From an optimization exercise on the open Yosys and OpenROAD flow, aimed at small area; shortcuts taken in it are not production practice.
Only simulation tests tie the RTL to the original design; equivalence was not proved.

Design ds_block_top, start of the top module:
module ds_block_top #(
    parameter int IMG_W  = 6,
    parameter int IMG_H  = 5,
    parameter int STRIDE = 1
) (
    input  wire                                    clk,
    input  wire                                    rstn,
    input  wire                                    in_valid,
    input  wire  [ds_pkg::NCH*ds_pkg::ACT_W-1:0]   in_pix,
    output logic                                   out_valid,
    output logic [ds_pkg::NOUT*ds_pkg::ACT_W-1:0]  out_pix
);
For scale: about 1900 cells after synthesis, about 490 flip-flops, roughly 100 I/O pins.
==> module pw_conv, before the edit <==
module pw_conv (
    input  wire [14:0] d0,
    input  wire [14:0] d1,
    output logic [63:0] act
);
    logic signed [16:0] t;       
    logic               tp;      
    logic signed [18:0] xa;
    logic        [14:0] xm;
    logic signed [18:0] x;       
    logic signed [18:0] s2;      
    logic signed [17:0] s3;      
    assign t  = $signed({2'b00, d1}) - $signed({2'b00, d0});
    assign tp = (d1 >= d0);
    assign xa = tp ? {t, 2'b00} : $signed({4'b0000, d0});
    assign xm = tp ? d0 : d1;
    assign x  = xa - $signed({3'b000, xm, 1'b0});
    assign s2 = $signed({t, 2'b00}) + t;
    assign s3 = $signed({2'b00, d0, 1'b0}) - $signed({3'b000, d1});
    always_comb begin
        act = '0;
        act[10:0]  = (tp && !x[18]) ? x[16:6] : 11'd0;
        act[24:16] = (!tp && !x[18]) ? x[14:6] : 9'd0;
        act[42:32] = s2[18] ? 11'd0 : s2[16:6];
        act[57:48] = s3[17] ? 10'd0 : s3[15:6];
    end
endmodule
==> flow/config.mk <==
export PLATFORM = sky130hd
export DESIGN_NAME = ds_block_top
export DESIGN_NICKNAME = ds_block_top
export VERILOG_FILES = /design/flow/design.v
export SDC_FILE = /design/flow/constraint.sdc
export NUM_CORES = 4
export LEC_CHECK = 0
export CAP_MARGIN = 20
export CORE_MARGIN = 2
export CORE_UTILIZATION = 40
export CTS_BUF_LIST = sky130_fd_sc_hd__clkbuf_16
export CTS_CLUSTER_DIAMETER = 120
export CTS_CLUSTER_SIZE = 24
export SLEW_MARGIN = 20
export SYNTH_HIERARCHICAL = 1
export SYNTH_MINIMUM_KEEP_SIZE = 0
==> flow/constraint.sdc <==
create_clock -name core_clock -period 8.0 [get_ports {clk}]
set_input_delay 1.6000 -clock core_clock [delete_from_list [all_inputs] [get_ports {clk}]]
set_output_delay 1.6000 -clock core_clock [all_outputs]
set_load 0.01 [all_outputs]
standard.sh (not shown) runs the stock make flow with config.mk's settings and CLKGATE_MAP_FILE= SYNTH_SCRIPT=/design/flow/synth_recipe.tcl, a recipe that flattens the netlist after the stock synthesis.
==> flow/flow/run.sh <==
#!/bin/bash
# The standard layout with two changes: the port buffers are the smallest
# buffer (sky130_fd_sc_hd__buf_1) rather than the one buffer_ports picks by
# default, and clock tree synthesis adds no dummy loads. The clustering
# settings repeat config.mk's. The constant outputs share one tie cell.
set -euo pipefail
export BUFFER_PORTS_ARGS="-buffer_cell sky130_fd_sc_hd__buf_1"
export SKIP_REPAIR_TIE_FANOUT=1
export CTS_ARGS="-sink_clustering_enable -repair_clock_nets -sink_clustering_size 24 -sink_clustering_max_diameter 120 -buf_list sky130_fd_sc_hd__clkbuf_16 -dont_use_dummy_load"
bash standard.sh > standard.log 2>&1
Edit:
--- a/flow/design.v
+++ b/flow/design.v
@@ -29,20 +29,20 @@
 );
     logic signed [16:0] t;       
     logic               tp;      
     logic signed [18:0] xa;
     logic        [14:0] xm;
     logic signed [18:0] x;       
-    logic signed [18:0] s2;      
-    logic signed [17:0] s3;      
+    logic signed [18:0] s2;
+    logic signed [17:0] s3;
     assign t  = $signed({2'b00, d1}) - $signed({2'b00, d0});
-    assign tp = (d1 >= d0);
+    assign tp = !t[16];
     assign xa = tp ? {t, 2'b00} : $signed({4'b0000, d0});
     assign xm = tp ? d0 : d1;
     assign x  = xa - $signed({3'b000, xm, 1'b0});
-    assign s2 = $signed({t, 2'b00}) + t;
+    assign s2 = 19'sd5 * t;
     assign s3 = $signed({2'b00, d0, 1'b0}) - $signed({3'b000, d1});
     always_comb begin
         act = '0;
         act[10:0]  = (tp && !x[18]) ? x[16:6] : 11'd0;
         act[24:16] = (!tp && !x[18]) ? x[14:6] : 9'd0;
         act[42:32] = s2[18] ? 11'd0 : s2[16:6];
Final area came out higher by 1.2%.
Final cell count increases by 1.6%.
Critical path depth goes down by 1.
Wire length barely changes.
Worst setup slack improved by 0.024 ns.
Area after synthesis is higher by 1.3%.
Die area is higher by 1.3%.

-- static timing again, ports no longer ideal --
How much do the figures lean on ideal ports? The routed layouts below were timed once more, with nothing changed but the port constraints. Step 1 sets driving cells, clkbuf_16 on the clock port and buf_2 on the other inputs (assumed; they add their load-dependent delay and slew). Step 2 adds t to the input delays and takes it off the output delays; t is the mean of the earliest and latest rising clock arrival at the registers after step 1. Input paths then give back, and output paths get back, about the clock's delay inside the block. Three values: no drivers, after step 1, after step 2; two values: the first two.
run	t (ns)	setup WS [ns]	worst hold slack (ns)	worst setup path after step 2
the first run	0.615	0.291 / 0.291 / 0.291	0.390 / 0.390 / 0.390	register to register
the second run	0.628	0.315 / 0.315 / 0.315	0.404 / 0.404 / 0.404	register to register
After both steps every run listed still meets setup and hold.
